This is an optimization exercise on Yosys and OpenROAD, whose aim is small area and a short achievable clock period, not a production implementation.
Where RTL was checked, it was by simulation tests only, not by an equivalence proof against the original.
No functional check of the RTL was part of runs 3 to 5.
Power figures rest on the tool's default switching activity, not on a simulated workload.

## flow/design.v

```verilog
module spi_ram_slave_burst #(
  parameter int DATA_WIDTH = 8,
  parameter int ADDR_WIDTH = 8,
  parameter bit BURST_EN   = 1'b1
) (
  input  logic clk,
  input  logic rst_n,
  input  logic SS_n,
  input  logic MOSI,
  output logic MISO
);
  logic       idle_q;    
  logic       c1_q;      
  logic       c0_q;      
  logic       data_q;    
  logic [2:0] cnt_q;     
  logic [1:0] cmd_q;
  logic       cmp_q;     
  logic [7:0] rx_q;      
  logic [7:1] tx_q;      
  logic       miso_q;
  logic       rst_seen_q;  
  logic       sel2_q;      
  logic       missed_q;    
  assign MISO = miso_q;
  wire last_bit  = data_q && (cnt_q == 3'd7);
  wire act_waddr = cmp_q && (cmd_q == 2'b00);
  wire act_wdata = cmp_q && (cmd_q == 2'b01);
  wire act_raddr = cmp_q && (cmd_q == 2'b10);
  wire act_rd    = cmp_q && (cmd_q == 2'b11);
  wire act_rdata = act_rd && !SS_n;
  wire ld_next   = last_bit && (cmd_q == 2'b11);
  logic [7:0]    t_q;        
  logic [2047:0] ring_q;     
  logic [7:0] wt_q;
  logic       wpend_q;
  logic [7:0] wbuf_q;
  logic [7:0] ws_q;
  logic       wnow_q;
  logic [7:0] whi_q;
  logic [3:0] wlo_q;
  logic [7:0] rs_q;
  logic       cat_q;
  logic [7:0] chi_q;
  logic [3:0] clo_q;
  logic [7:0] pf_q;
  logic [7:0] tap_word;
  always_comb begin
    tap_word = '0;
    for (int p = 0; p < 32; p++)
      tap_word = tap_word | (ring_q[64*p +: 8] & {8{chi_q[p/4] && clo_q[p%4]}});
  end
  logic [2047:0] ring_d;
  always_comb begin
    ring_d = {ring_q[2039:0], ring_q[2047:2040]};
    for (int p = 0; p < 32; p++)
      if (wnow_q && whi_q[p/4] && wlo_q[p%4]) ring_d[64*p +: 8] = wbuf_q;
  end
  wire [7:0] rx_slot = rx_q + t_q + 8'd1;
  logic       wpend_d;
  logic [7:0] wt_d, ws_d;
  always_comb begin
    if (rst_seen_q)     wt_d = t_q + 8'd1;
    else if (act_waddr) wt_d = rx_slot;
    else if (act_wdata) wt_d = wt_q + 8'd2;
    else                wt_d = wt_q + 8'd1;
    if (act_wdata) begin
      wpend_d = 1'b1;
      ws_d    = wt_q + 8'd2;
    end else begin
      wpend_d = wpend_q && !wnow_q;
      ws_d    = ws_q + 8'd1;
    end
  end
  logic [7:0] rs_d, cs_d;
  always_comb begin
    if (rst_seen_q)     rs_d = t_q + 8'd1;
    else if (act_raddr) rs_d = rx_slot;
    else if (act_rd)    rs_d = rs_q + 8'd2;
    else if (missed_q)  rs_d = rs_q;
    else                rs_d = rs_q + 8'd1;
    cs_d = rs_q + (sel2_q ? 8'd2 : 8'd1);
  end
  function automatic logic [7:0] dec3(input logic [2:0] v);
    dec3 = 8'd1 << v;
  endfunction
  function automatic logic [3:0] dec2(input logic [1:0] v);
    dec2 = 4'd1 << v;
  endfunction
  always_ff @(posedge clk) begin
    t_q    <= t_q + 8'd1;
    rx_q   <= {rx_q[6:0], MOSI};
    ring_q <= ring_d;
    wt_q    <= wt_d;
    wpend_q <= wpend_d;
    ws_q    <= ws_d;
    if (act_wdata) wbuf_q <= rx_q;
    wnow_q  <= wpend_d && (ws_d[2:0] == 3'd0);
    whi_q   <= dec3(ws_d[7:5]);
    wlo_q   <= dec2(ws_d[4:3]);
    rs_q  <= rs_d;
    sel2_q   <= data_q && (cmd_q == 2'b11) && (cnt_q[2:1] == 2'b11);
    missed_q <= act_rd && SS_n;
    cat_q <= (cs_d[2:0] == 3'd0);
    chi_q <= dec3(cs_d[7:5]);
    clo_q <= dec2(cs_d[4:3]);
    if (cat_q) pf_q <= tap_word;
  end
  always_ff @(posedge clk or negedge rst_n) begin
    if (!rst_n) rst_seen_q <= 1'b1;
    else        rst_seen_q <= 1'b0;
  end
  always_ff @(posedge clk or negedge rst_n) begin
    if (!rst_n) begin
      idle_q    <= 1'b1;
      c1_q      <= 1'b0;
      c0_q      <= 1'b0;
      data_q    <= 1'b0;
      cnt_q     <= '0;
      cmd_q     <= '0;
      cmp_q     <= 1'b0;
      tx_q      <= '0;
      miso_q    <= 1'b0;
    end else begin
      if (SS_n) begin
        miso_q <= 1'b0;
        tx_q   <= '0;
      end else if (act_rd) begin
        miso_q <= pf_q[7];
        tx_q   <= pf_q[6:0];
      end else begin
        miso_q <= tx_q[7];
        tx_q   <= {tx_q[6:1], 1'b0};
      end
      cmp_q <= !SS_n && last_bit;
      if (SS_n) begin
        idle_q <= 1'b1;
        c1_q   <= 1'b0;
        c0_q   <= 1'b0;
        data_q <= 1'b0;
      end else begin
        idle_q <= 1'b0;
        c1_q   <= idle_q;
        c0_q   <= c1_q;
        if (c1_q) cmd_q[1] <= MOSI;
        if (c0_q) begin
          cmd_q[0] <= MOSI;
          data_q   <= 1'b1;
          cnt_q    <= '0;
        end else if (data_q) begin
          cnt_q <= cnt_q + 3'd1;
          if (cnt_q == 3'd7 && !cmd_q[0]) data_q <= 1'b0;
        end
      end
    end
  end
endmodule
```

## flow/run.sh

```bash
#!/bin/bash
# synth_recipe.tcl (not shown) runs the flow's synth.tcl, then flattens the netlist and writes it again
# the make line also repeats each setting of config.mk as NAME=value (left out here)
make -C /OpenROAD-flow-scripts/flow DESIGN_CONFIG=/design/flow/config.mk WORK_HOME=/design/flow/orfs CLKGATE_MAP_FILE= SYNTH_SCRIPT=/design/flow/synth_recipe.tcl finish
```

## flow/config.mk

```make
export PLATFORM = sky130hd
export DESIGN_NAME = spi_ram_slave_burst
export DESIGN_NICKNAME = spi_ram_slave_burst
export VERILOG_FILES = /design/flow/design.v
export SDC_FILE = /design/flow/constraint.sdc
export NUM_CORES = 4
export LEC_CHECK = 0
export ABC_CLOCK_PERIOD_IN_PS = 2200
export CAP_MARGIN = 20
export CORE_MARGIN = 2
export CORE_UTILIZATION = 40
export CTS_CLUSTER_DIAMETER = 110
export CTS_CLUSTER_SIZE = 25
export SETUP_SLACK_MARGIN = 2.3
export SLEW_MARGIN = 20
```

## flow/constraint.sdc

```tcl
create_clock -name core_clock -period 4.4 [get_ports {clk}]
set_input_delay 0.8800 -clock core_clock [delete_from_list [all_inputs] [get_ports {clk}]]
set_output_delay 0.8800 -clock core_clock [all_outputs]
set_load 0.01 [all_outputs]
```

==> results of run 1 <==
[layer usage]
metal  vias up  global-route usage  part of all wire
met5         -                   0                 0
met4         0              0.0447             0.023
met3       122              0.0249             0.051
met2       452               0.213              0.42
met1     10184               0.213              0.50
li1      10144                   -                 -
[repair_timing]
action                     in CTS  in global routing
setup endpoints to repair     150                110
pin swaps                      16                 15
hold buffers                    0                  0
gates cloned                    0                  4
buffers inserted                7                 14
resized for setup              33                 37
[path summary, 6_finish.rpt]
check                                to  slack (ps)
setup / recovery           ring_q[1988]        2180
hold / removal             ring_q[1841]         310
setup reg to reg           ring_q[1988]        2180
hold reg to reg            ring_q[1841]         310
max in group asynchronous      cmd_q[0]        3200
min in group asynchronous      cmd_q[1]         640
[stage by stage]
stage | cells | hold slack, ps | setup slack [ps] | utilization | total power, uW
CTS | 4748 | 317 | 2190 | 0.443 | 30500
global placement | 4623 | 309 | 1870 | 0.420 | 21000
floorplan | 3028 | 310 | 2390 | - | 20700
finish | 4769 | 309 | 2180 | 0.445 | 30300
global route | 4766 | 324 | 2110 | 0.445 | 31300
detailed placement | 4623 | 312 | 1810 | 0.421 | 21000
[registers in the layout, indices dropped and copies added, names as in the netlist, 2 cells and up]
| signal | cells |
|---|---|
| ring_q | 2048 |
| chi_q | 8 |
| pf_q | 8 |
| rs_q | 8 |
| rx_q | 8 |
| t_q | 8 |
| wbuf_q | 8 |
| whi_q | 8 |
| ws_q | 8 |
| wt_q | 8 |
| tx_q | 7 |
| clo_q | 4 |
| wlo_q | 4 |
| cnt_q | 3 |
| cmd_q | 2 |
[area by class of cell]
cell class	instances	area share
repair buffers	61	0.0119
flip-flops and latches	2152	0.786
clock buffers	113	0.0458
inverters	17	0.00127
clock inverters	5	0.00106
diodes	3	0.000136
multi-input cells	781	0.117
well taps	1637	0.0370
[kinds of logic after synthesis]
family          after synthesis  share of synthesized area
xor+xnor                     40                    0.00698
other cells                   1                  0.0000747
simple gates                238                     0.0220
fa+ha+maj                    19                    0.00504
flops                      2152                      0.865
buf+inv                      95                    0.00773
compound gates              218                     0.0334
mux                         265                     0.0593
[cell usage in the layout (no fill, tap or decap), types with 7 or more instances in the layout]
| cell | Yosys | routed |
|---|---|---|
| sky130_fd_sc_hd__nor2_1 | 45 | 45 |
| sky130_fd_sc_hd__buf_12 | 0 | 9 |
| sky130_fd_sc_hd__a221oi_1 | 11 | 11 |
| sky130_fd_sc_hd__nand4_1 | 11 | 11 |
| sky130_fd_sc_hd__xor2_1 | 20 | 20 |
| sky130_fd_sc_hd__nand2_1 | 95 | 78 |
| sky130_fd_sc_hd__nand3_1 | 41 | 37 |
| sky130_fd_sc_hd__dfxtp_1 | 2108 | 2100 |
| sky130_fd_sc_hd__buf_4 | 5 | 42 |
| sky130_fd_sc_hd__dfrtp_1 | 17 | 16 |
| sky130_fd_sc_hd__clkbuf_1 | 59 | 14 |
| sky130_fd_sc_hd__a22oi_1 | 81 | 80 |
| sky130_fd_sc_hd__inv_1 | 15 | 12 |
| sky130_fd_sc_hd__a22o_1 | 36 | 36 |
| sky130_fd_sc_hd__edfxtp_1 | 25 | 25 |
| sky130_fd_sc_hd__clkbuf_16 | 0 | 103 |
| sky130_fd_sc_hd__xnor2_1 | 20 | 20 |
| sky130_fd_sc_hd__a21oi_1 | 22 | 22 |
| sky130_fd_sc_hd__and2_1 | 7 | 7 |
| sky130_fd_sc_hd__ha_1 | 17 | 16 |
| sky130_fd_sc_hd__nand2_2 | 0 | 17 |
| sky130_fd_sc_hd__nor3_1 | 10 | 10 |
| sky130_fd_sc_hd__a222oi_1 | 23 | 23 |
| sky130_fd_sc_hd__mux2_2 | 259 | 259 |
| sky130_fd_sc_hd__o21ai_0 | 17 | 17 |
[worst max-delay path: stages (launching register included)]
cell and delay (ps):
sky130_fd_sc_hd__dfxtp_1 530, sky130_fd_sc_hd__and2_1 380, sky130_fd_sc_hd__nand2_1 670, sky130_fd_sc_hd__mux2_2 510
[power breakdown]
part / total (uW) / internal (uW) / switching [uW]
registers: 20000 / 19800 / 260
logic: 620 / 257 / 364
clock network: 9650 / 4090 / 5550
==> Implementation_results.wiki, run 1 <==
{| class="wikitable"
! Metric !! Value
|-
| Cell Area, Synth || 50200 um2
|-
| Cell type with the highest aggregate area in the netlist || sky130_fd_sc_hd__dfxtp_1
|-
| Via count of the first global-routing pass || about 20000
|-
| Cell count after synthesis || 3028
|-
| Area used by sequential logic in the layout || 43500 um2
|-
| Remaining global-route overflow || 0
|-
| Yosys synthesis warning count || 1
|-
| Detailed-route vias per instance || around 4.4
|-
| Cells taking the most area after synthesis || sky130_fd_sc_hd__dfxtp_1 84%, sky130_fd_sc_hd__mux2_2 5.8%, sky130_fd_sc_hd__edfxtp_1 1.5%
|-
| Top FF cell, synth || sky130_fd_sc_hd__dfxtp_1
|-
| Final worst clock skew || 26.8 ps
|-
| Critical register-to-register path startpoint || wnow_q
|-
| Power Dens Cells || between 500 and 600 nW/um2
|-
| Hold Path Origin || ring_q[1833]
|-
| Global Route Usage Sum || 0.144
|-
| Maximum frequency from static timing analysis || about 450 MHz
|-
| Critical Path Start || wnow_q
|-
| Worst IR drop on VDD || slightly above 0.3 mV
|-
| Worst reg-to-reg path cell count || 3
|-
| Maximum fanout along the worst path || 9
|-
| Fraction of registers with async set/reset || 0.00883
|-
| Time the final worst path needs with I/O delays and setup || 2220 ps
|-
| Final WL || between 90000 and 100000 um
|-
| Hold violation total from the final report || 0
|-
| Number of filler cells placed in the layout || 10729
|-
| Data arrival time of the critical path || 2800 ps
|-
| Cell variety after synth || 60
|-
| Final HPWL DP || 54900 um
|-
| Max-Slew Margin vs Limit || 0.261
|-
| CTS clock-pin slew for the worst setup and hold paths || 100 ps
|-
| Most frequent cells after synthesis || 2108 x sky130_fd_sc_hd__dfxtp_1, 259 x sky130_fd_sc_hd__mux2_2, 95 x sky130_fd_sc_hd__nand2_1, 81 x sky130_fd_sc_hd__a22oi_1, 59 x sky130_fd_sc_hd__clkbuf_1
|-
| Hold Path Depth || 0
|-
| 1st-iter DRT viols || around 1600
|-
| Area grow syn2layout || 10.2%
|-
| Number of clock sinks || between 2000 and 2500
|-
| Number of buffers inserted by port buffering || 4
|-
| Setup repair after global routing missed its margin || true
|-
| Number of flops mapped to enable cells by yosys || 25
|-
| Top-count cell post-synth || sky130_fd_sc_hd__dfxtp_1
|-
| Share of Yosys cell area claimed by the top area cell type || 0.841
|-
| Proportion of layout cells with a drive suffix above 1 || 0.151
|-
| Data required time of the worst path || 4970 ps
|-
| CTS H-tree lvls || 3
|-
| Post-synthesis sequential area ratio || 0.865
|-
| Final weighted congestion in routability-driven placement || a little under 0.8
|-
| Vert. Die Dim || roughly 360 um
|-
| Sum Neg Setup Slack || 0 ps
|-
| Largest net degree at the start of global routing || 33
|-
| Synthesized flop and latch total || between 2000 and 2500
|-
| Antenna violations before repair || 5
|-
| Row count || around 130
|-
| Number of slew-limit violations in the final report || 0
|-
| Insertion delay of the later-clocked pin in the worst-skew pair || roughly 700 ps
|-
| Worst hold-check path type || reg -> reg
|-
| Worst-Margin Slew || ~1100 ps
|-
| I/O pin count || 5
|-
| Run status || timing/DRC/antenna clean
|-
| Detail Route Antenna Nets || 0
|-
| Crit start category || flip-flop
|-
| Final standard cell area without fillers || between 50000 and 60000 um2
|-
| Remaining design rule violation count || 0
|-
| Static leakage || approximately 0.022 uW
|-
| Synthesized area per cell || around 17 um2
|-
| Placement Cell Area || roughly 52000 um2
|-
| Multi-input gate area || 6460 um2
|-
| Global-route wire length before repair || about 130000 um
|-
| DIE AREA || 128000 um2
|-
| Net count, final || 3132
|-
| Buffer type at the clock tree root || sky130_fd_sc_hd__clkbuf_16
|-
| Core region area || ~120000 um2
|-
| Part of the cycle the worst path needs || 0.505
|-
| Vias after detailed routing || 20902
|-
| Maximum count of clock buffers along a single path || 3
|-
| Drt pass-1 iters || 6
|-
| Endpoints failing setup || 0
|-
| Initial Utilization || 0.404
|-
| Endpoint type of the worst setup path || flip-flop
|-
| TritonCTS clock tree || done
|-
| Maximum capacitance violations || 0
|-
| Die Wd || 358 um
|-
| Number of buffers created by CTS || between 90 and 100
|-
| Crit Path Category || reg -> reg
|-
| Syn Nets || roughly 3100
|-
| Average wire per standard cell || 19.7 um
|}
==> inputs of run 2 (changes only) <==
--- a/flow/config.mk
+++ b/flow/config.mk
@@ -8,7 +8,7 @@
 export ABC_CLOCK_PERIOD_IN_PS = 2200
 export CAP_MARGIN = 20
 export CORE_MARGIN = 2
-export CORE_UTILIZATION = 40
+export CORE_UTILIZATION = 50
 export CTS_CLUSTER_DIAMETER = 110
 export CTS_CLUSTER_SIZE = 25
 export SETUP_SLACK_MARGIN = 2.3
==> Implementation_results.wiki, run 2 <==
{| class="wikitable"
! Metric !! Value
|-
| Run status || timing/DRC/antenna clean (unchanged)
|-
| Final HPWL DP || 59300 um (was 54900 um)
|-
| Crit Path Category || reg -> reg (unchanged)
|-
| Part of the cycle the worst path needs || 0.504 (was 0.505)
|-
| 1st-iter DRT viols || 1651 (was 1564)
|-
| Max-Slew Margin vs Limit || 0.278 (was 0.261)
|-
| Initial Utilization || 0.503 (was 0.404)
|-
| Maximum count of clock buffers along a single path || 3 (unchanged)
|-
| Antenna violations before repair || 7 (was 5)
|-
| Detailed-route vias per instance || 4.82 (was 4.38)
|-
| Via count of the first global-routing pass || 21151 (was 19990)
|-
| Top FF cell, synth || sky130_fd_sc_hd__dfxtp_1 (unchanged)
|-
| Cell Area, Synth || 50200 um2 (unchanged)
|-
| Most frequent cells after synthesis || 2108 x sky130_fd_sc_hd__dfxtp_1, 259 x sky130_fd_sc_hd__mux2_2, 95 x sky130_fd_sc_hd__nand2_1, 81 x sky130_fd_sc_hd__a22oi_1, 59 x sky130_fd_sc_hd__clkbuf_1 (unchanged)
|-
| Maximum frequency from static timing analysis || 451 MHz (was 450 MHz)
|-
| Critical-path top delay cell || sky130_fd_sc_hd__nand2_1 (unchanged)
|-
| Number of clock sinks || 2152 (unchanged)
|-
| Yosys synthesis warning count || 1 (unchanged)
|-
| Cell type with the highest aggregate area in the netlist || sky130_fd_sc_hd__dfxtp_1 (unchanged)
|-
| Setup repair after global routing missed its margin || true (unchanged)
|-
| Proportion of layout cells with a drive suffix above 1 || 0.148 (was 0.151)
|-
| Static leakage || 0.0218 uW (was 0.0220 uW)
|-
| Area share of xor/xnor cells in the synthesized design || 0.00698 (unchanged)
|-
| Worst-Margin Slew || 1080 ps (was 1110 ps)
|-
| Share of Yosys cell area claimed by the top area cell type || 0.841 (unchanged)
|-
| Grt peak-use layer || met2 (was met1)
|-
| Vias after detailed routing || 21200 (was 20902)
|-
| Number of placed instances, taps included || 4273 (was 4623)
|-
| Combinational family with the most area after synthesis || multiplexers (unchanged)
|-
| Synthesized flop and latch total || 2152 (unchanged)
|-
| Time the final worst path needs with I/O delays and setup || 2220 ps (about the same)
|-
| Global Route Usage Sum || 0.184 (was 0.144)
|-
| Cell-by-cell trace of the critical path || and2_1 -> nand2_1 -> mux2_2 (unchanged)
|-
| Endpoints failing setup || 0 (unchanged)
|-
| Simple-gate area share of the yosys netlist || 0.0220 (unchanged)
|-
| Core occupancy in the finished layout || 0.547 (was 0.445)
|-
| Largest register FFs || 2048 (unchanged)
|-
| Row count || 116 (was 129)
|-
| Detail Route Antenna Nets || 0 (unchanged)
|-
| Maximum fanout along the worst path || 9 (unchanged)
|-
| Final WL || 95300 um (was 93800 um)
|-
| Synth Area in Compound Gates || 0.0334 (unchanged)
|-
| Worst IR drop on VDD || 0.412 mV (was 0.311 mV)
|-
| Maximum capacitance violations || 0 (unchanged)
|-
| I/O pin count || 5 (unchanged)
|-
| Worst hold-check path type || reg -> reg (unchanged)
|-
| Number of buffers inserted by port buffering || 4 (unchanged)
|-
| Number of buffers added to fix hold violations after cts || 0 (unchanged)
|-
| Global-route wire length before repair || 138000 um (was 134000 um)
|-
| Final worst clock skew || 32.5 ps (was 26.8 ps)
|-
| Average wire per standard cell || 21.6 um (was 19.7 um)
|-
| Met1 global-route usage || 0.269 (was 0.213)
|-
| Syn Nets || 3051 (unchanged)
|-
| Cell count after synthesis || 3028 (unchanged)
|-
| Die Wd || 321 um (was 358 um)
|-
| Crit start category || flip-flop (unchanged)
|-
| Finished Layout Cells || 4402 (was 4769)
|-
| GR met2 Demand/Resource || 0.281 (was 0.213)
|-
| Core region area || 99900 um2 (was 124000 um2)
|-
| Insertion delay of the later-clocked pin in the worst-skew pair || 690 ps (was 700 ps)
|-
| Largest register by flop count || ring_q (unchanged)
|-
| CTS clock-pin slew for the worst setup and hold paths || 100 ps (about the same)
|-
| Number of slew-limit violations in the final report || 0 (unchanged)
|-
| DIE AREA || 103000 um2 (was 128000 um2)
|-
| Synthesized-area fraction occupied by adder cells || 0.00504 (unchanged)
|-
| Endpoint type of the worst setup path || flip-flop (unchanged)
|-
| Fraction of registers with async set/reset || 0.00883 (unchanged)
|-
| Number of buffers created by CTS || 96 (unchanged)
|-
| Cells taking the most area after synthesis || sky130_fd_sc_hd__dfxtp_1 84%, sky130_fd_sc_hd__mux2_2 5.8%, sky130_fd_sc_hd__edfxtp_1 1.5% (unchanged)
|-
| Top-count cell post-synth || sky130_fd_sc_hd__dfxtp_1 (unchanged)
|-
| Vert. Die Dim || 321 um (was 358 um)
|-
| Remaining design rule violation count || 0 (unchanged)
|-
| Most common cell after layout, fill and taps aside || sky130_fd_sc_hd__dfxtp_1 (unchanged)
|-
| TritonCTS clock tree || done (unchanged)
|-
| Remaining global-route overflow || 0 (unchanged)
|-
| CTS H-tree lvls || 3 (unchanged)
|-
| Sum Neg Setup Slack || 0 ps (unchanged)
|-
| Data arrival time of the critical path || 2780 ps (was 2800 ps)
|-
| Power Dens Cells || 553 nW/um2 (was 548 nW/um2)
|-
| Post-synthesis sequential area ratio || 0.865 (unchanged)
|-
| Number of filler cells placed in the layout || 7803 (was 10729)
|-
| Cell variety after synth || 60 (unchanged)
|-
| Proportion of synthesized area in mux cells || 0.0593 (unchanged)
|-
| Data required time of the worst path || 4960 ps (was 4970 ps)
|-
| Largest net degree at the start of global routing || 33 (unchanged)
|-
| Net count, final || 3109 (was 3132)
|-
| Final weighted congestion in routability-driven placement || 0.830 (was 0.781)
|-
| Synthesized area per cell || 16.6 um2 (unchanged)
|-
| Buffer type at the clock tree root || sky130_fd_sc_hd__clkbuf_16 (unchanged)
|-
| Drt pass-1 iters || 6 (unchanged)
|-
| Max stage delay on crit path || 710 ps (was 670 ps)
|-
| Commonest cells after routing, fill and taps aside || 2097 x sky130_fd_sc_hd__dfxtp_1, 259 x sky130_fd_sc_hd__mux2_2, 99 x sky130_fd_sc_hd__clkbuf_16, 80 x sky130_fd_sc_hd__a22oi_1, 75 x sky130_fd_sc_hd__nand2_1 (was 2100 x sky130_fd_sc_hd__dfxtp_1, 259 x sky130_fd_sc_hd__mux2_2, 103 x sky130_fd_sc_hd__clkbuf_16, 80 x sky130_fd_sc_hd__a22oi_1, 78 x sky130_fd_sc_hd__nand2_1)
|-
| Met3 track utilization from global routing || 0.0292 (was 0.0249)
|-
| Area grow syn2layout || 8.87% (was 10.2%)
|-
| Hold violation total from the final report || 0 (unchanged)
|-
| Number of flops mapped to enable cells by yosys || 25 (unchanged)
|}
-- run 2: area by class of cell --
cell class              instances  area, um2  area share
repair buffers                 38        369     0.00676
diodes                          1       2.50   0.0000458
clock buffers                 109       2500      0.0458
well taps                    1298       1620      0.0297
inverters                      17       67.6     0.00124
clock inverters                 6        108     0.00197
multi-input cells             781       6500       0.119
flip-flops and latches       2152      43500       0.795
-- run 2: through the flow --
step                      area [um2]  total power [uW]  setup slack (ps)  hold WS [ps]
after floorplan                50200             20700              2390           310
after CTS                      54500             30400              2200           308
after global placement         51700             21000              1830           310
final                          54600             30200              2180           303
after detailed placement       51700             21000              1730           312
after global routing           54600             31300              2120           313
-- run 2: logic make-up after synthesis --
logic type | after synthesis
muxes | 265
buffers and inverters | 95
other | 1
adders and majority gates | 19
and+or+nand+nor | 238
AOI/OAI and AO/OA | 218
xor gates and xnor gates | 40
DFF | 2152
-- run 2: power by group --
part           total (uW)  internal, uW  switching (uW)  leakage, uW
clock                9620          4080            5540      0.00127
combinational         552           231             321      0.00306
sequential          20000         19800             286       0.0175
total               30200         24100            6150       0.0218
-- run 2: final timing paths --
kind | from | endpoint | slack (ps) | depth (start not counted)
max reg2reg | wnow_q | ring_q[1475] | 2180 | 3
min in group asynchronous | rst_n | cmd_q[1] | 670 | 1
max | wnow_q | ring_q[1475] | 2180 | 3
min | ring_q[1527] | ring_q[1535] | 300 | 0
min reg2reg | ring_q[1527] | ring_q[1535] | 300 | 0
max in group asynchronous | rst_n | cmd_q[0] | 3170 | 1
-- run 2: critical path, delay by kind of cell (launching register included) --
family        cells  cell delay, ps
simple gates      2            1050
mux               1             530
flops             1             490
-- run 2: what timing repair did --
action	in CTS	in global routing
pin swaps	9	5
endpoints found under the setup margin	128	117
gates cloned	0	1
setup buffers	9	3
endpoints found under the hold margin	0	0
resized for setup	31	35
-- run 2: per-layer routing --
metal,wire length [um],part of all wire,up-vias
met1,46000,0.48,10423
met3,4910,0.052,141
li1,-,-,10098
met4,2580,0.027,0
met5,0,0,-
met2,41700,0.44,538
==> inputs of run 3 (changes only) <==
--- a/flow/design.v
+++ b/flow/design.v
@@ -20,8 +20,6 @@
   logic [7:1] tx_q;      
   logic       miso_q;
   logic       rst_seen_q;  
-  logic       sel2_q;      
-  logic       missed_q;    
   assign MISO = miso_q;
   wire last_bit  = data_q && (cnt_q == 3'd7);
   wire act_waddr = cmp_q && (cmd_q == 2'b00);
@@ -76,10 +74,9 @@
   always_comb begin
     if (rst_seen_q)     rs_d = t_q + 8'd1;
     else if (act_raddr) rs_d = rx_slot;
-    else if (act_rd)    rs_d = rs_q + 8'd2;
-    else if (missed_q)  rs_d = rs_q;
+    else if (act_rdata) rs_d = rs_q + 8'd2;
     else                rs_d = rs_q + 8'd1;
-    cs_d = rs_q + (sel2_q ? 8'd2 : 8'd1);
+    cs_d = rs_q + ((act_rd || ld_next) ? 8'd2 : 8'd1);
   end
   function automatic logic [7:0] dec3(input logic [2:0] v);
     dec3 = 8'd1 << v;
@@ -99,8 +96,6 @@
     whi_q   <= dec3(ws_d[7:5]);
     wlo_q   <= dec2(ws_d[4:3]);
     rs_q  <= rs_d;
-    sel2_q   <= data_q && (cmd_q == 2'b11) && (cnt_q[2:1] == 2'b11);
-    missed_q <= act_rd && SS_n;
     cat_q <= (cs_d[2:0] == 3'd0);
     chi_q <= dec3(cs_d[7:5]);
     clo_q <= dec2(cs_d[4:3]);
==> flow/config.mk (replaced) <==
export PLATFORM = sky130hd
export DESIGN_NAME = spi_ram_slave_burst
export DESIGN_NICKNAME = spi_ram_slave_burst
export VERILOG_FILES = /design/flow/design.v
export SDC_FILE = /design/flow/constraint.sdc
export NUM_CORES = 4
export LEC_CHECK = 0
export ABC_CLOCK_PERIOD_IN_PS = 1800
export CAP_MARGIN = 20
export CORE_MARGIN = 2
export CORE_UTILIZATION = 40
export CTS_CLUSTER_DIAMETER = 120
export CTS_CLUSTER_SIZE = 30
export SETUP_SLACK_MARGIN = 2.6
export SLEW_MARGIN = 20
==> Implementation_results.wiki, run 3 <==
{| class="wikitable"
! Metric !! Value
|-
| Synthesized area per cell || 16.6 um2 (about the same)
|-
| Sum Neg Setup Slack || 0 ps (unchanged)
|-
| TritonCTS clock tree || done (unchanged)
|-
| Remaining global-route overflow || 0 (unchanged)
|-
| Worst hold-check path type || reg -> reg (unchanged)
|-
| Cell variety after synth || 65 (was 60)
|-
| Number of placed instances, taps included || 4616 (was 4273)
|-
| Share of total power in the clock network || 0.301 (was 0.318)
|-
| Data arrival time of the critical path || 2610 ps (was 2780 ps)
|-
| Cell Area, Synth || 50200 um2 (about the same)
|-
| Final worst clock skew || 37.6 ps (was 32.5 ps)
|-
| Worst IR drop on VDD || 0.337 mV (was 0.412 mV)
|-
| Data required time of the worst path || 4740 ps (was 4960 ps)
|-
| Buffer type at the clock tree root || sky130_fd_sc_hd__clkbuf_16 (unchanged)
|-
| Remaining design rule violation count || 0 (unchanged)
|-
| Proportion of layout cells with a drive suffix above 1 || 0.173 (was 0.148)
|-
| Share of Yosys cell area claimed by the top area cell type || 0.843 (was 0.841)
|-
| Power Dens Cells || 534 nW/um2 (was 553 nW/um2)
|-
| Core region area || 124000 um2 (was 99900 um2)
|-
| Max stage delay on crit path || 520 ps (was 710 ps)
|-
| Number of buffers inserted by port buffering || 4 (unchanged)
|-
| Largest register FFs || 2048 (unchanged)
|-
| Part of the cycle the worst path needs || 0.516 (was 0.504)
|-
| Most common cell after layout, fill and taps aside || sky130_fd_sc_hd__dfxtp_1 (unchanged)
|-
| Drt pass-1 iters || 5 (was 6)
|-
| Number of buffers created by CTS || 81 (was 96)
|-
| Final weighted congestion in routability-driven placement || 0.796 (was 0.830)
|-
| Crit Path Category || reg -> reg (unchanged)
|-
| DIE AREA || 128000 um2 (was 103000 um2)
|-
| Via count of the first global-routing pass || 20030 (was 21151)
|-
| Most frequent CP cell || sky130_fd_sc_hd__a22o_1
|-
| Global Route Usage Sum || 0.149 (was 0.184)
|-
| Crit start category || flip-flop (unchanged)
|-
| Post-synthesis sequential area ratio || 0.863 (was 0.865)
|-
| CTS clock-pin slew for the worst setup and hold paths || 110 ps (was 100 ps)
|-
| CTS H-tree lvls || 3 (unchanged)
|-
| Antenna violations before repair || 3 (was 7)
|-
| Sequential Power Share || 0.676 (was 0.663)
|-
| Detailed-route vias per instance || 4.44 (was 4.82)
|-
| Final HPWL DP || 57900 um (was 59300 um)
|-
| Cell-by-cell trace of the critical path || buf_4 -> a22o_1 -> a22o_1 -> a221oi_1 -> nand4_1 (was and2_1 -> nand2_1 -> mux2_2)
|-
| Yosys synthesis warning count || 1 (unchanged)
|-
| Number of filler cells placed in the layout || 10704 (was 7803)
|-
| Finished Layout Cells || 4754 (was 4402)
|-
| Endpoints failing setup || 0 (unchanged)
|-
| Maximum fanout along the worst path || 17 (was 9)
|-
| Critical-path top delay cell || sky130_fd_sc_hd__dfxtp_2 (was sky130_fd_sc_hd__nand2_1)
|-
| Run status || timing/DRC/antenna clean (unchanged)
|-
| Row count || 129 (was 116)
|-
| Maximum count of clock buffers along a single path || 3 (unchanged)
|-
| Average wire per standard cell || 20.2 um (was 21.6 um)
|-
| Final WL || 96200 um (was 95300 um)
|-
| Switching fraction of total power || 0.205 (was 0.204)
|-
| Maximum frequency from static timing analysis || 440 MHz (was 451 MHz)
|-
| Area used by sequential logic in the layout || 43400 um2 (was 43500 um2)
|-
| Fraction of registers with async set/reset || 0.00884 (was 0.00883)
|-
| Area grow syn2layout || 10.5% (was 8.87%)
|-
| Power Internal || 23500 uW (was 24100 uW)
|-
| Syn Nets || 3056 (was 3051)
|-
| Multi-input gate area || 7030 um2 (was 6500 um2)
|-
| Die Wd || 358 um (was 321 um)
|-
| Initial Utilization || 0.404 (was 0.503)
|-
| Cell count after synthesis || 3033 (was 3028)
|-
| Number of slew-limit violations in the final report || 0 (unchanged)
|-
| Cell type with the highest aggregate area in the netlist || sky130_fd_sc_hd__dfxtp_1 (unchanged)
|-
| Top-count cell post-synth || sky130_fd_sc_hd__dfxtp_1 (unchanged)
|-
| Net count, final || 3123 (was 3109)
|-
| Maximum capacitance violations || 0 (unchanged)
|-
| Global-route wire length before repair || 137000 um (was 138000 um)
|-
| Commonest cells after routing, fill and taps aside || 2098 x sky130_fd_sc_hd__dfxtp_1, 260 x sky130_fd_sc_hd__mux2_2, 84 x sky130_fd_sc_hd__clkbuf_16, 70 x sky130_fd_sc_hd__a22oi_1, 58 x sky130_fd_sc_hd__nand2_1 (was 2097 x sky130_fd_sc_hd__dfxtp_1, 259 x sky130_fd_sc_hd__mux2_2, 99 x sky130_fd_sc_hd__clkbuf_16, 80 x sky130_fd_sc_hd__a22oi_1, 75 x sky130_fd_sc_hd__nand2_1)
|-
| 1st-iter DRT viols || 1729 (was 1651)
|-
| Detail Route Antenna Nets || 0 (unchanged)
|-
| Insertion delay of the later-clocked pin in the worst-skew pair || 690 ps (about the same)
|-
| Vert. Die Dim || 358 um (was 321 um)
|-
| Static leakage || 0.0223 uW (was 0.0218 uW)
|-
| Max-Slew Margin vs Limit || 0.351 (was 0.278)
|-
| Time the final worst path needs with I/O delays and setup || 2270 ps (was 2220 ps)
|-
| Number of clock sinks || 2150 (was 2152)
|-
| Synthesized flop and latch total || 2150 (was 2152)
|-
| Hold violation total from the final report || 0 (unchanged)
|-
| Largest register by flop count || ring_q (unchanged)
|-
| Cells taking the most area after synthesis || sky130_fd_sc_hd__dfxtp_1 84%, sky130_fd_sc_hd__mux2_2 5.9%, sky130_fd_sc_hd__a22oi_1 1.1% (was sky130_fd_sc_hd__dfxtp_1 84%, sky130_fd_sc_hd__mux2_2 5.8%, sky130_fd_sc_hd__edfxtp_1 1.5%)
|-
| Most frequent cells after synthesis || 2113 x sky130_fd_sc_hd__dfxtp_1, 261 x sky130_fd_sc_hd__mux2_2, 89 x sky130_fd_sc_hd__nand2_1, 76 x sky130_fd_sc_hd__a22oi_1, 65 x sky130_fd_sc_hd__clkbuf_1 (was 2108 x sky130_fd_sc_hd__dfxtp_1, 259 x sky130_fd_sc_hd__mux2_2, 95 x sky130_fd_sc_hd__nand2_1, 81 x sky130_fd_sc_hd__a22oi_1, 59 x sky130_fd_sc_hd__clkbuf_1)
|-
| Number of flops mapped to enable cells by yosys || 18 (was 25)
|-
| Power dissipated by switching net loads || 6080 uW (was 6150 uW)
|-
| Endpoint type of the worst setup path || flip-flop (unchanged)
|-
| Setup repair after global routing missed its margin || true (unchanged)
|-
| Top FF cell, synth || sky130_fd_sc_hd__dfxtp_1 (unchanged)
|-
| Combinational Power Share || 0.023 (was 0.018)
|-
| Largest net degree at the start of global routing || 33 (unchanged)
|-
| I/O pin count || 5 (unchanged)
|-
| Vias after detailed routing || 21129 (was 21200)
|-
| Worst-Margin Slew || 972 ps (was 1080 ps)
|}
[run 3: worst paths after layout]
check	from	cells after the start	slack [ps]	endpoint
max	chi_q[1]	5	2130	pf_q[5]
min	ring_q[1256]	0	310	ring_q[1264]
max reg2reg	chi_q[1]	5	2130	pf_q[5]
min reg2reg	ring_q[1256]	0	310	ring_q[1264]
max in group asynchronous	rst_n	1	3150	cmd_q[1]
min in group asynchronous	rst_n	1	660	tx_q[2]
[run 3: cells by family after synthesis]
kind of cell | share of synthesized area
DFF | 0.863
muxes | 0.0615
and+or+nand+nor | 0.0224
AOI/OAI and AO/OA | 0.0331
buffers and inverters | 0.00818
xor gates and xnor gates | 0.00680
adders and majority gates | 0.00503
other | 0.0000747
[run 3: through the flow]
stage,power (uW),hold WS (ps),utilization,setup slack (ps),area [um2]
detailed placement,20900,312,0.421,1550,52200
CTS,29800,305,0.445,2110,55200
global route,30600,316,0.447,2040,55500
floorplan,20700,310,-,2260,50300
finish,29600,310,0.447,2130,55500
global placement,20900,309,0.421,1510,52200
[run 3: area by class of cell]
type                       instances  area share
timing repair buffer              68      0.0138
sequential                      2150       0.782
clock inverter                     6     0.00147
multi-input combinational        784       0.127
tap                             1637      0.0369
inverter                          15     0.00120
clock buffer                      93      0.0381
antenna                            1   0.0000451
[run 3: layer usage]
metal / part of all wire / GRT usage
met3: 0.036 / 0.0191
met5: 0 / 0
met4: 0.024 / 0.0409
met1: 0.50 / 0.218
met2: 0.44 / 0.231
[run 3: worst max-delay path, delay by kind of cell (launching register included)]
kind / cells / cell delay (ps)
compound gates: 3 / 720
flops: 1 / 520
simple gates: 1 / 360
buf+inv: 1 / 320
[run 3: what timing repair did]
action / CTS / global route
setup endpoints to repair: 267 / 121
gates cloned: 5 / 1
hold buffers: 0 / 0
endpoints found under the hold margin: 0 / 0
gates resized for setup: 121 / 48
pin swaps: 25 / 26
setup buffers: 24 / 8
[run 3: power by group through the flow]
stage               combinational (uW)  clock [uW]  sequential [uW]
floorplan                          416           0            20300
global placement                   514           0            20400
detailed placement                 528           0            20400
CTS                                645        9120            20000
global route                       726        9830            20100
finish                             676        8910            20000
==> inputs of run 4 (changes only) <==
--- a/flow/design.v
+++ b/flow/design.v
@@ -19,6 +19,7 @@
   logic [7:0] rx_q;      
   logic [7:1] tx_q;      
   logic       miso_q;
+  logic [7:0] wr_addr_q;
   logic       rst_seen_q;  
   assign MISO = miso_q;
   wire last_bit  = data_q && (cnt_q == 3'd7);
@@ -30,7 +31,6 @@
   wire ld_next   = last_bit && (cmd_q == 2'b11);
   logic [7:0]    t_q;        
   logic [2047:0] ring_q;     
-  logic [7:0] wt_q;
   logic       wpend_q;
   logic [7:0] wbuf_q;
   logic [7:0] ws_q;
@@ -54,17 +54,12 @@
     for (int p = 0; p < 32; p++)
       if (wnow_q && whi_q[p/4] && wlo_q[p%4]) ring_d[64*p +: 8] = wbuf_q;
   end
-  wire [7:0] rx_slot = rx_q + t_q + 8'd1;
   logic       wpend_d;
-  logic [7:0] wt_d, ws_d;
+  logic [7:0] ws_d;
   always_comb begin
-    if (rst_seen_q)     wt_d = t_q + 8'd1;
-    else if (act_waddr) wt_d = rx_slot;
-    else if (act_wdata) wt_d = wt_q + 8'd2;
-    else                wt_d = wt_q + 8'd1;
     if (act_wdata) begin
       wpend_d = 1'b1;
-      ws_d    = wt_q + 8'd2;
+      ws_d    = wr_addr_q + t_q + 8'd2;
     end else begin
       wpend_d = wpend_q && !wnow_q;
       ws_d    = ws_q + 8'd1;
@@ -73,10 +68,10 @@
   logic [7:0] rs_d, cs_d;
   always_comb begin
     if (rst_seen_q)     rs_d = t_q + 8'd1;
-    else if (act_raddr) rs_d = rx_slot;
+    else if (act_raddr) rs_d = rx_q + t_q + 8'd1;
     else if (act_rdata) rs_d = rs_q + 8'd2;
     else                rs_d = rs_q + 8'd1;
-    cs_d = rs_q + ((act_rd || ld_next) ? 8'd2 : 8'd1);
+    cs_d = rs_d + {7'd0, ld_next};
   end
   function automatic logic [7:0] dec3(input logic [2:0] v);
     dec3 = 8'd1 << v;
@@ -88,7 +83,6 @@
     t_q    <= t_q + 8'd1;
     rx_q   <= {rx_q[6:0], MOSI};
     ring_q <= ring_d;
-    wt_q    <= wt_d;
     wpend_q <= wpend_d;
     ws_q    <= ws_d;
     if (act_wdata) wbuf_q <= rx_q;
@@ -116,7 +110,10 @@
       cmp_q     <= 1'b0;
       tx_q      <= '0;
       miso_q    <= 1'b0;
+      wr_addr_q <= '0;
     end else begin
+      if (act_waddr) wr_addr_q <= rx_q;
+      if (act_wdata) wr_addr_q <= wr_addr_q + 8'd1;
       if (SS_n) begin
         miso_q <= 1'b0;
         tx_q   <= '0;
--- a/flow/config.mk
+++ b/flow/config.mk
@@ -5,11 +5,11 @@
 export SDC_FILE = /design/flow/constraint.sdc
 export NUM_CORES = 4
 export LEC_CHECK = 0
-export ABC_CLOCK_PERIOD_IN_PS = 1800
+export ABC_CLOCK_PERIOD_IN_PS = 2200
 export CAP_MARGIN = 20
 export CORE_MARGIN = 2
 export CORE_UTILIZATION = 40
 export CTS_CLUSTER_DIAMETER = 120
 export CTS_CLUSTER_SIZE = 30
-export SETUP_SLACK_MARGIN = 2.6
+export SETUP_SLACK_MARGIN = 2.2
 export SLEW_MARGIN = 20
==> Implementation_results.wiki, run 4 <==
{| class="wikitable"
! Metric !! Value
|-
| Run status || timing/DRC/antenna clean (unchanged)
|-
| Remaining design rule violation count || 0 (unchanged)
|-
| Cell variety after synth || 67 (was 65)
|-
| Remaining global-route overflow || 0 (unchanged)
|-
| Number of buffers inserted by port buffering || 4 (unchanged)
|-
| Antenna violations before repair || 0 (was 3)
|-
| TritonCTS clock tree || done (unchanged)
|-
| Endpoint type of the worst setup path || flip-flop (unchanged)
|-
| Power Dens Cells || 532 nW/um2 (was 534 nW/um2)
|-
| Largest register FFs || 2048 (unchanged)
|-
| Final worst clock skew || 30.9 ps (was 37.6 ps)
|-
| Fraction of registers with async set/reset || 0.0126 (was 0.00884)
|-
| Global-route wire length before repair || 137000 um (about the same)
|-
| Top-count cell post-synth || sky130_fd_sc_hd__dfxtp_1 (unchanged)
|-
| Net count, final || 3216 (was 3123)
|-
| Most common cell after layout, fill and taps aside || sky130_fd_sc_hd__dfxtp_1 (unchanged)
|-
| Cell Area, Synth || 50500 um2 (was 50200 um2)
|-
| Share of Yosys cell area claimed by the top area cell type || 0.835 (was 0.843)
|-
| Vias after detailed routing || 21540 (was 21129)
|-
| Number of flops mapped to enable cells by yosys || 16 (was 18)
|-
| Crit Path Category || reg -> reg (unchanged)
|-
| Largest net degree at the start of global routing || 33 (unchanged)
|-
| Yosys synthesis warning count || 1 (unchanged)
|-
| Sum Neg Setup Slack || 0 ps (unchanged)
|-
| Most frequent cells after synthesis || 2107 x sky130_fd_sc_hd__dfxtp_1, 260 x sky130_fd_sc_hd__mux2_2, 78 x sky130_fd_sc_hd__nand2_1, 66 x sky130_fd_sc_hd__a22oi_1, 61 x sky130_fd_sc_hd__clkbuf_1 (was 2113 x sky130_fd_sc_hd__dfxtp_1, 261 x sky130_fd_sc_hd__mux2_2, 89 x sky130_fd_sc_hd__nand2_1, 76 x sky130_fd_sc_hd__a22oi_1, 65 x sky130_fd_sc_hd__clkbuf_1)
|-
| Average wire per standard cell || 19.3 um (was 20.2 um)
|-
| Drt pass-1 iters || 5 (unchanged)
|-
| Top FF cell, synth || sky130_fd_sc_hd__dfxtp_1 (unchanged)
|-
| Buffer type at the clock tree root || sky130_fd_sc_hd__clkbuf_16 (unchanged)
|-
| Worst IR drop on VDD || 0.311 mV (was 0.337 mV)
|-
| Cell count after synthesis || 3079 (was 3033)
|-
| Final HPWL DP || 57200 um (was 57900 um)
|-
| Post-synthesis sequential area ratio || 0.858 (was 0.863)
|-
| Vert. Die Dim || 359 um (was 358 um)
|-
| Max-Slew Margin vs Limit || 0.254 (was 0.351)
|-
| Row count || 130 (was 129)
|-
| Worst-Margin Slew || 1120 ps (was 972 ps)
|-
| Proportion of layout cells with a drive suffix above 1 || 0.169 (was 0.173)
|-
| 1st-iter DRT viols || 1515 (was 1729)
|-
| Area grow syn2layout || 10.3% (was 10.5%)
|-
| Final weighted congestion in routability-driven placement || 0.777 (was 0.796)
|-
| Static leakage || 0.0221 uW (was 0.0223 uW)
|-
| Maximum capacitance violations || 0 (unchanged)
|-
| Detail Route Antenna Nets || 0 (unchanged)
|-
| DIE AREA || 129000 um2 (was 128000 um2)
|-
| Maximum fanout along the worst path || 4 (was 17)
|-
| Global Route Usage Sum || 0.143 (was 0.149)
|-
| Synthesized area per cell || 16.4 um2 (was 16.6 um2)
|-
| I/O pin count || 5 (unchanged)
|-
| Number of slew-limit violations in the final report || 0 (unchanged)
|-
| Synthesized flop and latch total || 2150 (unchanged)
|-
| Commonest cells after routing, fill and taps aside || 2094 x sky130_fd_sc_hd__dfxtp_1, 260 x sky130_fd_sc_hd__mux2_2, 82 x sky130_fd_sc_hd__clkbuf_16, 78 x sky130_fd_sc_hd__buf_4, 69 x sky130_fd_sc_hd__nand2_1 (was 2098 x sky130_fd_sc_hd__dfxtp_1, 260 x sky130_fd_sc_hd__mux2_2, 84 x sky130_fd_sc_hd__clkbuf_16, 70 x sky130_fd_sc_hd__a22oi_1, 58 x sky130_fd_sc_hd__nand2_1)
|-
| GR met2 Demand/Resource || 0.216 (was 0.231)
|-
| Time the final worst path needs with I/O delays and setup || 2620 ps (was 2270 ps)
|-
| Initial Utilization || 0.403 (was 0.404)
|-
| Grt peak-use layer || met2 (unchanged)
|-
| Setup repair after global routing missed its margin || true (unchanged)
|-
| Maximum count of clock buffers along a single path || 3 (unchanged)
|-
| Core occupancy in the finished layout || 0.444 (was 0.447)
|-
| Via count of the first global-routing pass || 21022 (was 20030)
|-
| Met3 track utilization from global routing || 0.0238 (was 0.0191)
|-
| Number of buffers created by CTS || 81 (unchanged)
|-
| Die Wd || 359 um (was 358 um)
|-
| Hold violation total from the final report || 0 (unchanged)
|-
| Detailed-route vias per instance || 4.45 (was 4.44)
|-
| CTS H-tree lvls || 3 (unchanged)
|-
| Worst hold-check path type || reg -> reg (unchanged)
|-
| Number of clock sinks || 2150 (unchanged)
|-
| Endpoints failing setup || 0 (unchanged)
|-
| Final WL || 93700 um (was 96200 um)
|-
| Cell type with the highest aggregate area in the netlist || sky130_fd_sc_hd__dfxtp_1 (unchanged)
|-
| Largest register by flop count || ring_q (unchanged)
|-
| Worst hold margin || 319 ps (was 310 ps)
|-
| Insertion delay of the later-clocked pin in the worst-skew pair || 690 ps (about the same)
|-
| Crit start category || flip-flop (unchanged)
|-
| Maximum frequency from static timing analysis || 382 MHz (was 440 MHz)
|-
| Cells taking the most area after synthesis || sky130_fd_sc_hd__dfxtp_1 84%, sky130_fd_sc_hd__mux2_2 5.8%, sky130_fd_sc_hd__dfrtp_1 1.2% (was sky130_fd_sc_hd__dfxtp_1 84%, sky130_fd_sc_hd__mux2_2 5.9%, sky130_fd_sc_hd__a22oi_1 1.1%)
|-
| Data arrival time of the critical path || 3260 ps (was 2610 ps)
|-
| Syn Nets || 3114 (was 3056)
|-
| CTS clock-pin slew for the worst setup and hold paths || 120 ps (was 110 ps)
|-
| Core region area || 125000 um2 (was 124000 um2)
|-
| Met1 global-route usage || 0.213 (was 0.218)
|-
| Data required time of the worst path || 5040 ps (was 4740 ps)
|-
| Part of the cycle the worst path needs || 0.595 (was 0.516)
|}
[run 4: cells by family (layout without fill, tap and decap cells)]
logic type	after synthesis	after routing	share of synthesized area
flops	2150	2150	0.858
mux	276	276	0.0612
simple gates	253	253	0.0247
compound gates	237	237	0.0351
buf+inv	106	220	0.00830
fa+ha+maj	31	31	0.00798
xor+xnor	25	25	0.00434
other cells	1	3	0.0000743
[run 4: power breakdown]
part / switching [uW] / internal, uW / leakage, uW
combinational: 436 / 349 / 0.00357
clock: 5390 / 3430 / 0.00106
sequential: 249 / 19800 / 0.0175
total: 6070 / 23600 / 0.0221
[run 4: path summary, 6_finish.rpt]
path / startpoint / to / slack (ps) / depth (start not counted)
hold / removal: ring_q[1071] / ring_q[1079] / 320 / 0
setup reg to reg: t_q[0] / chi_q[2] / 1780 / 11
max in group asynchronous: rst_n / idle_q / 3540 / 2
setup / recovery: t_q[0] / chi_q[2] / 1780 / 11
hold reg to reg: ring_q[1071] / ring_q[1079] / 320 / 0
min in group asynchronous: rst_n / cmd_q[0] / 540 / 2
[run 4: final cells by class]
type	instances	area [um2]
diodes	2	5.00
clock buffers	88	2070
clock inverters	7	82.6
fillers	10938	69700
inverters	32	140
multi-input cells	823	7160
flip-flops and latches	2150	43400
well taps	1650	2060
repair buffers	93	777
[run 4: timing repair]
action                                  CTS  global route
setup buffers                            38             6
resized for setup                        71            35
endpoints found under the setup margin   59            61
endpoints found under the hold margin     0             0
cloned                                    1             0
hold buffers                              0             0
pin swaps                                34            21
[run 4: critical path: stages (launching register included)]
cell	delay [ps]
sky130_fd_sc_hd__dfxtp_4	370
sky130_fd_sc_hd__inv_4	40
sky130_fd_sc_hd__ha_4	150
sky130_fd_sc_hd__fa_2	370
sky130_fd_sc_hd__xnor2_2	160
sky130_fd_sc_hd__a21oi_2	60
sky130_fd_sc_hd__a22o_2	250
sky130_fd_sc_hd__clkinv_4	60
sky130_fd_sc_hd__o2111ai_4	150
sky130_fd_sc_hd__or3_4	410
sky130_fd_sc_hd__or4b_1	470
sky130_fd_sc_hd__nand3_1	80
[run 4: metrics by stage]
step           std cells  worst slack (ps)  power (uW)  area, um2
2_1_floorplan       3079              1530       20800      50600
3_3_place_gp        4703               762       21000      52800
3_5_place_dp        4703               725       21100      52800
4_1_cts             4837              1760       29900      55500
5_1_grt             4843              1670       30700      55700
6_report            4845              1780       29600      55700
[run 4: metal layers]
| layer | part of all wire | routed length (um) | vias up |
|---|---|---|---|
| met5 | 0 | 0 | - |
| met3 | 0.046 | 4340 | 126 |
| li1 | - | - | 10393 |
| met1 | 0.50 | 47100 | 10624 |
| met2 | 0.43 | 39900 | 397 |
| met4 | 0.025 | 2320 | 0 |
==> inputs of run 5 (changes only) <==
--- a/flow/config.mk
+++ b/flow/config.mk
@@ -9,7 +9,5 @@
 export CAP_MARGIN = 20
 export CORE_MARGIN = 2
 export CORE_UTILIZATION = 40
-export CTS_CLUSTER_DIAMETER = 120
-export CTS_CLUSTER_SIZE = 30
 export SETUP_SLACK_MARGIN = 2.2
 export SLEW_MARGIN = 20
==> Implementation_results.wiki, run 5 <==
{| class="wikitable"
! Metric !! Value
|-
| Proportion of layout cells with a drive suffix above 1 || 0.229 (was 0.169)
|-
| Largest net degree at the start of global routing || 33 (unchanged)
|-
| Sum Neg Setup Slack || 0 ps (unchanged)
|-
| Worst IR drop on VDD || 0.354 mV (was 0.311 mV)
|-
| TritonCTS clock tree || done (unchanged)
|-
| Data arrival time of the critical path || 3310 ps (was 3260 ps)
|-
| Critical-path top delay cell || sky130_fd_sc_hd__or4b_1 (unchanged)
|-
| Cell-by-cell trace of the critical path || inv_4 -> ha_4 -> fa_2 -> xnor2_2 -> a21oi_2 -> a22o_2 -> clkinv_4 -> o2111ai_4 -> or3_4 -> or4b_1 -> nand3_1 (unchanged)
|-
| Crit Path Category || reg -> reg (unchanged)
|-
| Most common cell after layout, fill and taps aside || sky130_fd_sc_hd__dfxtp_1 (unchanged)
|-
| Cell count after synthesis || 3079 (unchanged)
|-
| Number of placed instances, taps included || 4703 (unchanged)
|-
| Endpoints failing setup || 0 (unchanged)
|-
| Maximum fanout along the worst path || 4 (unchanged)
|-
| Detailed-route vias per instance || 4.42 (was 4.45)
|-
| Finished Layout Cells || 5102 (was 4845)
|-
| Number of filler cells placed in the layout || 10513 (was 10938)
|-
| Maximum count of clock buffers along a single path || 3 (unchanged)
|-
| DIE AREA || 129000 um2 (unchanged)
|-
| Crit start category || flip-flop (unchanged)
|-
| Area used by sequential logic in the layout || 43400 um2 (about the same)
|-
| Maximum frequency from static timing analysis || 382 MHz (about the same)
|-
| I/O pin count || 5 (unchanged)
|-
| Insertion delay of the later-clocked pin in the worst-skew pair || 780 ps (was 690 ps)
|-
| CTS H-tree lvls || 4 (was 3)
|-
| Syn Nets || 3114 (unchanged)
|-
| Worst Setup Slack, final || 1780 ps (about the same)
|-
| Detail Route Antenna Nets || 0 (unchanged)
|-
| Post-synthesis sequential area ratio || 0.858 (unchanged)
|-
| Global Route Usage Sum || 0.151 (was 0.143)
|-
| Average wire per standard cell || 19.2 um (was 19.3 um)
|-
| Global-route wire length before repair || 144000 um (was 137000 um)
|-
| Largest register FFs || 2048 (unchanged)
|-
| Drt pass-1 iters || 5 (unchanged)
|-
| CTS clock-pin slew for the worst setup and hold paths || 60 ps (was 120 ps)
|-
| Final HPWL DP || 57200 um (unchanged)
|-
| Remaining design rule violation count || 0 (unchanged)
|-
| Via count of the first global-routing pass || 22582 (was 21022)
|-
| Multi-input gate area || 7290 um2 (was 7160 um2)
|-
| Setup repair after global routing missed its margin || true (unchanged)
|-
| Max-Slew Margin vs Limit || 0.241 (was 0.254)
|-
| Number of clock sinks || 2150 (unchanged)
|-
| Top FF cell, synth || sky130_fd_sc_hd__dfxtp_1 (unchanged)
|-
| Remaining global-route overflow || 0 (unchanged)
|-
| Initial Utilization || 0.403 (unchanged)
|-
| Number of slew-limit violations in the final report || 0 (unchanged)
|-
| Number of buffers inserted by port buffering || 4 (unchanged)
|-
| Number of buffers created by CTS || 190 (was 81)
|-
| Cell variety after synth || 67 (unchanged)
|-
| Synthesized area per cell || 16.4 um2 (unchanged)
|-
| Commonest cells after routing, fill and taps aside || 2091 x sky130_fd_sc_hd__dfxtp_1, 260 x sky130_fd_sc_hd__mux2_2, 196 x sky130_fd_sc_hd__clkbuf_16, 85 x sky130_fd_sc_hd__buf_4, 67 x sky130_fd_sc_hd__nand2_1 (was 2094 x sky130_fd_sc_hd__dfxtp_1, 260 x sky130_fd_sc_hd__mux2_2, 82 x sky130_fd_sc_hd__clkbuf_16, 78 x sky130_fd_sc_hd__buf_4, 69 x sky130_fd_sc_hd__nand2_1)
|-
| Static leakage || 0.0243 uW (was 0.0221 uW)
|-
| Worst hold-check path type || reg -> reg (unchanged)
|-
| Worst-Margin Slew || 1140 ps (was 1120 ps)
|-
| Share of Yosys cell area claimed by the top area cell type || 0.835 (unchanged)
|-
| Cell Area, Synth || 50500 um2 (unchanged)
|-
| 1st-iter DRT viols || 1475 (was 1515)
|-
| Pre-CTS WS || 725 ps (unchanged)
|-
| Area grow syn2layout || 19.2% (was 10.3%)
|-
| Cells taking the most area after synthesis || sky130_fd_sc_hd__dfxtp_1 84%, sky130_fd_sc_hd__mux2_2 5.8%, sky130_fd_sc_hd__dfrtp_1 1.2% (unchanged)
|-
| Endpoint type of the worst setup path || flip-flop (unchanged)
|-
| Time the final worst path needs with I/O delays and setup || 2620 ps (about the same)
|-
| Die Wd || 359 um (unchanged)
|-
| Buffer type at the clock tree root || sky130_fd_sc_hd__clkbuf_16 (unchanged)
|-
| Synthesized flop and latch total || 2150 (unchanged)
|-
| Hold violation total from the final report || 0 (unchanged)
|-
| Number of flops mapped to enable cells by yosys || 16 (unchanged)
|-
| Data required time of the worst path || 5090 ps (was 5040 ps)
|-
| Fraction of registers with async set/reset || 0.0126 (unchanged)
|-
| Part of the cycle the worst path needs || 0.595 (about the same)
|-
| Vias after detailed routing || 22554 (was 21540)
|-
| Final worst clock skew || 31.4 ps (was 30.9 ps)
|-
| Power Dens Cells || 624 nW/um2 (was 532 nW/um2)
|-
| Largest register by flop count || ring_q (unchanged)
|-
| Run status || timing/DRC/antenna clean (unchanged)
|-
| Final WL || 97800 um (was 93700 um)
|-
| Most frequent cells after synthesis || 2107 x sky130_fd_sc_hd__dfxtp_1, 260 x sky130_fd_sc_hd__mux2_2, 78 x sky130_fd_sc_hd__nand2_1, 66 x sky130_fd_sc_hd__a22oi_1, 61 x sky130_fd_sc_hd__clkbuf_1 (unchanged)
|-
| Max stage delay on crit path || 460 ps (was 470 ps)
|-
| Vert. Die Dim || 359 um (unchanged)
|-
| Row count || 130 (unchanged)
|-
| Cell type with the highest aggregate area in the netlist || sky130_fd_sc_hd__dfxtp_1 (unchanged)
|-
| Core region area || 125000 um2 (unchanged)
|-
| Yosys synthesis warning count || 1 (unchanged)
|-
| Number of buffers added to fix hold violations after cts || 0 (unchanged)
|-
| Antenna violations before repair || 2 (was 0)
|-
| Maximum capacitance violations || 0 (unchanged)
|-
| Final weighted congestion in routability-driven placement || 0.777 (unchanged)
|-
| Top-count cell post-synth || sky130_fd_sc_hd__dfxtp_1 (unchanged)
|-
| Net count, final || 3333 (was 3216)
|}
-- run 5: layer usage --
| metal | up-vias | part of all wire | global-route usage |
|---|---|---|---|
| met4 | 0 | 0.028 | 0.0529 |
| met2 | 496 | 0.43 | 0.224 |
| li1 | 10767 | - | - |
| met3 | 182 | 0.047 | 0.0304 |
| met1 | 11109 | 0.50 | 0.219 |
| met5 | - | 0 | 0 |
-- run 5: worst paths after layout --
kind | from | to | slack (ps) | depth (start not counted)
setup / recovery | t_q[0] | chi_q[2] | 1780 | 11
hold / removal | ring_q[1448] | ring_q[1456] | 310 | 0
setup reg to reg | t_q[0] | chi_q[2] | 1780 | 11
hold reg to reg | ring_q[1448] | ring_q[1456] | 310 | 0
max in group asynchronous | rst_n | idle_q | 3600 | 2
min in group asynchronous | rst_n | cmd_q[0] | 480 | 2
-- run 5: power breakdown --
part | switching, uW | leakage (uW) | total, uW | internal [uW]
sequential | 251 | 0.0175 | 20000 | 19800
combinational | 480 | 0.00365 | 871 | 391
clock | 6950 | 0.00320 | 16700 | 9720
-- run 5: cell type report --
class                      instances  area share
sequential                      2150       0.721
clock buffer                     279      0.0941
inverter                          32     0.00241
clock inverter                    66      0.0136
tap                             1650      0.0343
multi-input combinational        823       0.121
antenna                            1   0.0000416
timing repair buffer             101      0.0139
-- run 5: timing repair --
item | 4_1_cts | 5_1_grt
cloned | 1 | 0
pin swaps | 41 | 24
buffers inserted | 45 | 7
setup endpoints to repair | 51 | 52
gates resized for setup | 85 | 54
-- run 5: cells by family (layout without fill, tap and decap cells) --
| logic type | Yosys count | count (layout) | synth area share |
|---|---|---|---|
| flops | 2150 | 2150 | 0.858 |
| buf+inv | 106 | 478 | 0.00830 |
| xor+xnor | 25 | 25 | 0.00434 |
| fa+ha+maj | 31 | 31 | 0.00798 |
| compound gates | 237 | 237 | 0.0351 |
| mux | 276 | 276 | 0.0612 |
| simple gates | 253 | 253 | 0.0247 |
| other cells | 1 | 2 | 0.0000743 |
-- run 5: metrics by stage --
| step | util | power (uW) | area, um2 | hold WS, ps |
|---|---|---|---|---|
| after floorplan | - | 20800 | 50600 | 310 |
| after global placement | 0.421 | 21000 | 52800 | 310 |
| after detailed placement | 0.421 | 21100 | 52800 | 312 |
| after CTS | 0.478 | 37800 | 59900 | 307 |
| after global routing | 0.480 | 38800 | 60200 | 310 |
| final | 0.480 | 37600 | 60200 | 308 |
-- run 5: worst max-delay path, delay by kind of cell (launching register included) --
kind            cells  cell delay [ps]
fa+ha+maj           2              520
simple gates        3              920
flops               1              360
compound gates      3              490
xor+xnor            1              160
buf+inv             2              100

static timing again, ports no longer ideal:
Ports are ideal in the flow. The routed layouts listed here were re-timed in OpenROAD. Step 1: set_driving_cell puts a clkbuf_16 on clk and a buf_2 on each other input, an assumption about the parent block. Step 2 moves the port delays by t, midway between the first and last clock arrival at a register: inputs arrive t later, outputs are due t later. That takes back most of the time a late clock gives input paths. Three values: ideal, step 1, step 2; two values: the first two.
run	shift t [ns]	setup slack, ns	hold WS [ns]	latest minus earliest clock arrival (ns)	cell pins on the clock port's net
run 1	0.746	2.176 / 2.176 / 2.047	0.309 / 0.309 / 0.309	0.032 / 0.032	1
run 2	0.742	2.181 / 2.181 / 1.957	0.303 / 0.303 / 0.303	0.045 / 0.045	1
run 3	0.740	2.127 / 2.127 / 1.641	0.310 / 0.310 / 0.310	0.042 / 0.041	1
run 4	0.743	1.781 / 1.781 / 1.154	0.319 / 0.319 / 0.319	0.040 / 0.040	1
run 5	0.833	1.781 / 1.781 / 1.119	0.308 / 0.308 / 0.308	0.033 / 0.033	1
After both steps every run listed still meets setup and hold. For run 5, which loses most, drivers alone change the setup slack by 0.000 ns; drivers and shift together by -0.662 ns.
